Context: an optimization exercise on an open-source flow, tuned for small area, a short achievable clock period and few clock cycles. The choices shown serve that exercise and are no tape-out recipe. At most, simulation tests tie the RTL to the original design; equivalence was not proved.

==> build 36 <==
==> flow/design.v (excerpt) <==
module gap_fc_top (
    input  logic              clk,
    input  logic              rst_n,
    input  logic              start,
    input  logic [15:0]       pix_count,
    input  logic [15:0]       fm_base,
    output logic              busy,
    output logic              done,
    output logic              fm_rd_en,
    output logic [15:0]       fm_rd_addr,
    input  logic signed [7:0] fm_rd_data,
    input  logic              param_wr_en,
    input  logic [1:0]        param_wr_sel,
    input  logic [7:0]        param_wr_addr,
    input  logic [31:0]       param_wr_data,
    output logic              res_valid,
    output logic [1:0]        res_idx,
    output logic signed [7:0] res_data
);
    logic               h_valid;
    logic [23:0]        h_data;
    logic               h_take;
    logic [1:0]         w_o;
    logic [2:0]         w_c;
    logic signed [7:0]  w_byte;
    logic [1:0]         f_o;
    logic [31:0]        f_bias;
    logic [15:0]        f_m;
    logic [1:0]         r_o;
    logic [4:0]         f_s;
    logic               f_v;
    logic [15:0]        g_m;
    logic [4:0]         g_s;
    logic               g_v;
  ...
Settings: LEC_CHECK=0, CAP_MARGIN=50, CORE_MARGIN=2, CORE_UTILIZATION=40, CTS_CLUSTER_DIAMETER=120, CTS_CLUSTER_SIZE=22, SLEW_MARGIN=70; clock period 15.0 ns.
standard.sh (not shown) runs the stock make flow with config.mk's settings and CLKGATE_MAP_FILE= SYNTH_SCRIPT=/design/flow/synth_recipe.tcl, a recipe that flattens the netlist after the stock synthesis.
==> flow/flow/run.sh <==
#!/bin/bash
# The standard layout (the standard.sh: ORFS synthesis through finish), with two knobs
# changed: ports are buffered with buf_4 instead of the cell buffer_ports picks by default, and
# repair_timing aims for a setup slack of 10.6 ns at the design's 15 ns clock.
# Each run's full output goes to flow_make.log in the work folder.
set -euo pipefail
bash standard.sh SETUP_SLACK_MARGIN=10.6 "BUFFER_PORTS_ARGS=-buffer_cell sky130_fd_sc_hd__buf_4" finish > flow_make.log 2>&1
==> inputs of build 10, as changes to build 36 <==
--- a/flow/design.v
+++ b/flow/design.v
@@ -274,16 +274,17 @@
     logic [1:0]  fcnt;         
     logic        e_busy;
     logic [1:0]  e_step;
     logic        can_load, ld_gap, ld_fc, load;
     logic        ld_pre, ld_g;
     logic        pre;          
     logic        fc_ok;
     logic        xsum_ok;      
+    logic        a_v, a_first, a_last;
     assign can_load = !e_busy || (e_step == 2'd3);
     assign ld_gap   = can_load && !gcnt[3] && h_valid;
     assign fc_ok    = xsum_ok;
     assign ld_fc    = can_load && gcnt[3] && fc_ok;
     assign ld_pre   = can_load && gcnt[3] && !fc_ok && !pre && h_valid;
     assign ld_g     = ld_gap || ld_pre;
     assign load     = ld_g || ld_fc;
     assign h_take   = ld_g;
@@ -391,16 +392,17 @@
         end
     end
     always_ff @(posedge clk or negedge rst_n) begin
         if (!rst_n) w_v <= 1'b0;
         else        w_v <= e_busy && (e_step == 2'd3);
     end
     logic signed [7:0]  pooled;
     logic signed [7:0]  w_q;
+    logic [18:0] ps_q, pc_q;
     logic [18:0] bp [0:3];
     logic [18:0] nb;
     logic [18:0] c1s, c1c, c2s, c2c, c3s, c3c;
     logic [18:0] a_s, a_x, a_y;
     logic [18:0] acc_in;
     always_comb begin
         logic [2:0] d;
         logic [8:0] m;
@@ -428,64 +430,67 @@
     logic [1:0]  ph;
     logic [1:0]  sidx;         
     logic [3:0]  fin;          
     logic [2:0]  m_c;
     logic        f_busy;
     logic [1:0]  f_n;
     logic        f_go;
     logic        p_v, p_first, p_last;
-    logic [18:0] g3s, g3c;
-    assign a_s    = (p_v && p_first) ? 19'd0 : q[0];
-    assign g3s    = p_v ? c3s : 19'd0;
-    assign g3c    = p_v ? c3c : 19'd0;
-    assign a_x    = a_s ^ g3s ^ g3c;
-    assign a_y    = {(a_s[17:0] & g3s[17:0]) | (a_s[17:0] & g3c[17:0]) | (g3s[17:0] & g3c[17:0]), 1'b0};
+    assign a_s    = (a_v && a_first) ? 19'd0 : q[0];
+    assign a_x    = a_s ^ ps_q ^ pc_q;
+    assign a_y    = {(a_s[17:0] & ps_q[17:0]) | (a_s[17:0] & pc_q[17:0]) | (ps_q[17:0] & pc_q[17:0]), 1'b0};
     assign acc_in = a_x + a_y;
     logic [1:0]  f_cnt;
     logic        f_start;
     assign f_start = (w_v && w_gap && !(w_pre && pre)) || (pv_hold && !pre);
     assign f_go    = f_start || f_busy;
     assign f_cnt  = f_busy ? f_n : 2'd0;
-    assign w_o    = ph + 2'd1;
+    assign w_o    = ph + 2'd2;
     assign w_c    = m_c;
     assign s_sel  = q[sidx];
     always_ff @(posedge clk) begin
         if (w_v && w_gap) pooled <= y;
         w_q     <= w_byte;
         p_first <= m_c == 3'd0;
         p_last  <= m_c == 3'd7;
+        ps_q    <= p_v ? c3s : 19'd0;
+        pc_q    <= p_v ? c3c : 19'd0;
+        a_first <= p_first;
+        a_last  <= p_last;
         q[0]    <= q[1];
         q[1]    <= q[2];
         q[2]    <= q[3];
         q[3]    <= acc_in;
     end
     always_ff @(posedge clk or negedge rst_n) begin
         if (!rst_n) begin
             ph      <= '0;
             sidx    <= '0;
             fin     <= '0;
             xsum_ok <= 1'b0;
             f_busy  <= 1'b0;
             pv_hold <= 1'b0;
             f_n     <= '0;
             m_c     <= '0;
             p_v     <= 1'b0;
+            a_v     <= 1'b0;
         end else begin
             ph      <= ph + 2'd1;
             sidx    <= sidx - 2'd1 + {1'b0, ld_fc};
             xsum_ok <= fin[fcnt] && !ld_fc;
-            if (p_v && p_last) fin[ph] <= 1'b1;
+            if (a_v && a_last) fin[ph] <= 1'b1;
             if (ld_fc && fcnt == 2'd3) fin <= '0;
             f_busy  <= f_go && (f_cnt != 2'd3);
             if (w_v && w_gap && w_pre && pre) pv_hold <= 1'b1;
             else if (!pre)                    pv_hold <= 1'b0;
             f_n     <= f_cnt + 2'd1;
             if (f_go && f_cnt == 2'd3) m_c <= m_c + 3'd1;
             p_v <= f_go;
+            a_v <= p_v;
         end
     end
     always_ff @(posedge clk) begin
         res_idx  <= w_oo;
         res_data <= y;
     end
     always_ff @(posedge clk or negedge rst_n) begin
         if (!rst_n) begin
==> inputs of build 49, as changes to build 36 <==
--- a/flow/design.v
+++ b/flow/design.v
@@ -274,16 +274,17 @@
     logic [1:0]  fcnt;         
     logic        e_busy;
     logic [1:0]  e_step;
     logic        can_load, ld_gap, ld_fc, load;
     logic        ld_pre, ld_g;
     logic        pre;          
     logic        fc_ok;
     logic        xsum_ok;      
+    logic        a_v, a_first, a_last;
     assign can_load = !e_busy || (e_step == 2'd3);
     assign ld_gap   = can_load && !gcnt[3] && h_valid;
     assign fc_ok    = xsum_ok;
     assign ld_fc    = can_load && gcnt[3] && fc_ok;
     assign ld_pre   = can_load && gcnt[3] && !fc_ok && !pre && h_valid;
     assign ld_g     = ld_gap || ld_pre;
     assign load     = ld_g || ld_fc;
     assign h_take   = ld_g;
@@ -391,16 +392,17 @@
         end
     end
     always_ff @(posedge clk or negedge rst_n) begin
         if (!rst_n) w_v <= 1'b0;
         else        w_v <= e_busy && (e_step == 2'd3);
     end
     logic signed [7:0]  pooled;
     logic signed [7:0]  w_q;
+    logic [18:0] ps_q, pc_q;
     logic [18:0] bp [0:3];
     logic [18:0] nb;
     logic [18:0] c1s, c1c, c2s, c2c, c3s, c3c;
     logic [18:0] a_s, a_x, a_y;
     logic [18:0] acc_in;
     always_comb begin
         logic [2:0] d;
         logic [8:0] m;
@@ -428,64 +430,67 @@
     logic [1:0]  ph;
     logic [1:0]  sidx;         
     logic [3:0]  fin;          
     logic [2:0]  m_c;
     logic        f_busy;
     logic [1:0]  f_n;
     logic        f_go;
     logic        p_v, p_first, p_last;
-    logic [18:0] g3s, g3c;
-    assign a_s    = (p_v && p_first) ? 19'd0 : q[0];
-    assign g3s    = p_v ? c3s : 19'd0;
-    assign g3c    = p_v ? c3c : 19'd0;
-    assign a_x    = a_s ^ g3s ^ g3c;
-    assign a_y    = {(a_s[17:0] & g3s[17:0]) | (a_s[17:0] & g3c[17:0]) | (g3s[17:0] & g3c[17:0]), 1'b0};
+    assign a_s    = (a_v && a_first) ? 19'd0 : q[0];
+    assign a_x    = a_s ^ ps_q ^ pc_q;
+    assign a_y    = {(a_s[17:0] & ps_q[17:0]) | (a_s[17:0] & pc_q[17:0]) | (ps_q[17:0] & pc_q[17:0]), 1'b0};
     assign acc_in = a_x + a_y;
     logic [1:0]  f_cnt;
     logic        f_start;
     assign f_start = (w_v && w_gap && !(w_pre && pre)) || (pv_hold && !pre);
     assign f_go    = f_start || f_busy;
     assign f_cnt  = f_busy ? f_n : 2'd0;
-    assign w_o    = ph + 2'd1;
+    assign w_o    = ph + 2'd2;
     assign w_c    = m_c;
     assign s_sel  = q[sidx];
     always_ff @(posedge clk) begin
         if (w_v && w_gap) pooled <= y;
         w_q     <= w_byte;
         p_first <= m_c == 3'd0;
         p_last  <= m_c == 3'd7;
+        ps_q    <= p_v ? c3s : 19'd0;
+        pc_q    <= p_v ? c3c : 19'd0;
+        a_first <= p_first;
+        a_last  <= p_last;
         q[0]    <= q[1];
         q[1]    <= q[2];
         q[2]    <= q[3];
         q[3]    <= acc_in;
     end
     always_ff @(posedge clk or negedge rst_n) begin
         if (!rst_n) begin
             ph      <= '0;
             sidx    <= '0;
             fin     <= '0;
             xsum_ok <= 1'b0;
             f_busy  <= 1'b0;
             pv_hold <= 1'b0;
             f_n     <= '0;
             m_c     <= '0;
             p_v     <= 1'b0;
+            a_v     <= 1'b0;
         end else begin
             ph      <= ph + 2'd1;
             sidx    <= sidx - 2'd1 + {1'b0, ld_fc};
             xsum_ok <= fin[fcnt] && !ld_fc;
-            if (p_v && p_last) fin[ph] <= 1'b1;
+            if (a_v && a_last) fin[ph] <= 1'b1;
             if (ld_fc && fcnt == 2'd3) fin <= '0;
             f_busy  <= f_go && (f_cnt != 2'd3);
             if (w_v && w_gap && w_pre && pre) pv_hold <= 1'b1;
             else if (!pre)                    pv_hold <= 1'b0;
             f_n     <= f_cnt + 2'd1;
             if (f_go && f_cnt == 2'd3) m_c <= m_c + 3'd1;
             p_v <= f_go;
+            a_v <= p_v;
         end
     end
     always_ff @(posedge clk) begin
         res_idx  <= w_oo;
         res_data <= y;
     end
     always_ff @(posedge clk or negedge rst_n) begin
         if (!rst_n) begin
==> flow/flow/run.sh (replaced) <==
#!/bin/bash
# The standard layout (the standard.sh: ORFS synthesis through finish), with two knobs
# changed: ports are buffered with buf_4 instead of the cell buffer_ports picks by default, and
# repair_timing aims for a setup slack of 10.75 ns at the design's 15 ns clock.
# Each run's full output goes to flow_make.log in the work folder.
set -euo pipefail
bash standard.sh SETUP_SLACK_MARGIN=10.75 "BUFFER_PORTS_ARGS=-buffer_cell sky130_fd_sc_hd__buf_4" finish > flow_make.log 2>&1
CTS_CLUSTER_DIAMETER = unset   (was 120)
CTS_CLUSTER_SIZE = unset   (was 22)
==> metrics.cfg <==
[outcome]
outcome=complete, no violations

[pwr]
p_leak_uw=0.01996
combinationalPowerShare=0.416
intPower_uw=6447
p_total_uw=10080

[setup_path]
crit_buf_inv=1

[layout]
inverters_excl_clock=171
clkCellAreaFrac=0.06062
drive_above_1_share=0.2014

[synth]
synth.avg_cell_area_um2=13.16
ys_seq_area_frac=0.5754
synth.area.mux_share=0.09713
synthTopCellsByCount=edfxtp_1 (634), nand2_1 (326), dfxtp_1 (246), inv_1 (166), mux4_2 (164)
syn_area_mm2=0.04421

the above is filed under build 49

==> metrics.cfg <==
[synth]
ys_seq_area_frac=0.5754
syn_area_mm2=0.04421
synth.area.mux_share=0.09713
ys.flop_type=edfxtp_1
synth.avg_cell_area_um2=13.16

[outcome]
outcome=complete, no violations

[pwr]
clockPowerShare=0.165
combinationalPowerShare=0.450
p_total_uw=9161
intPower_uw=5709

[layout]
final_common_cell=edfxtp_1
clkCellAreaFrac=0.03057
drive_above_1_share=0.1742
fin_util=0.4569

[global_route]
first_global_vias=26010

[die]
die_area_mm2=0.1132

[detailed_routing]
vias=26610

[timing]
fin_tns_setup_ns=0

[setup_path]
crit_buf_inv=1

the above is filed under build 10

==> metrics.cfg <==
[outcome]
outcome=complete, no violations

[pwr]
intPower_uw=6264
p_leak_uw=0.01829
combinationalPowerShare=0.521

[layout]
seq_cell_count=906
clkCellAreaFrac=0.03052
drive_above_1_share=0.1857
inverters_excl_clock=125

[synth]
syn_nets=3642
synth-simple-area-share=0.09455
synth.avg_cell_area_um2=13.14
syn_area_mm2=0.04367
ys_seq_area_frac=0.5673
synth.area.mux_share=0.1044

[global_route]
antenna_found_initial=4

[setup_path]
crit_buf_inv=2
cp.arrival_ns=5.31

[die]
n_tap_cell=1414

[timing]
finalSetupViolCount=0

the above is filed under build 36

Testbench counts of build 10, summed over its fixed seeds: cycles 25,268.
Testbench counts of build 49, summed over its fixed seeds: cycles 25,268.
Function not checked in build 36: the RTL went through the layout flow alone.

what the ideal ports hide:
The flow's constraints put no driver on any port. The routed layouts listed below were extracted and timed again, unchanged, in two steps.
Step 1 (the two cells are an assumption about what drives the block):
set clk [get_ports {clk}]
set_driving_cell -lib_cell sky130_fd_sc_hd__clkbuf_16 $clk
set_driving_cell -lib_cell sky130_fd_sc_hd__buf_2 [delete_from_list [all_inputs] $clk]
Step 2 moves the port delays by t, midway between the first and last clock arrival at a register: inputs arrive t later, outputs are due t later. That takes back most of the time a late clock gives input paths.
Three values: ideal ports, drivers, drivers and shift; two values: the first two.
| run | shift t [ns] | setup WS [ns] | hold slack, ns | worst data-port slew with drivers (ns) | pins driven straight from the clock port |
|---|---|---|---|---|---|
| build 36 | 0.730 | 10.271 / 10.271 / 9.914 | 0.333 / 0.333 / 0.333 | 0.05 | 1 |
| build 10 | 0.744 | 10.614 / 10.547 / 9.959 | 0.304 / 0.304 / 0.304 | 0.05 | 1 |
| build 49 | 0.736 | 10.667 / 10.600 / 9.971 | 0.327 / 0.327 / 0.327 | 0.05 | 1 |
After both steps setup and hold are still met in every run listed. For build 49, which loses most, drivers alone change the setup slack by -0.067 ns; drivers and shift together by -0.696 ns.
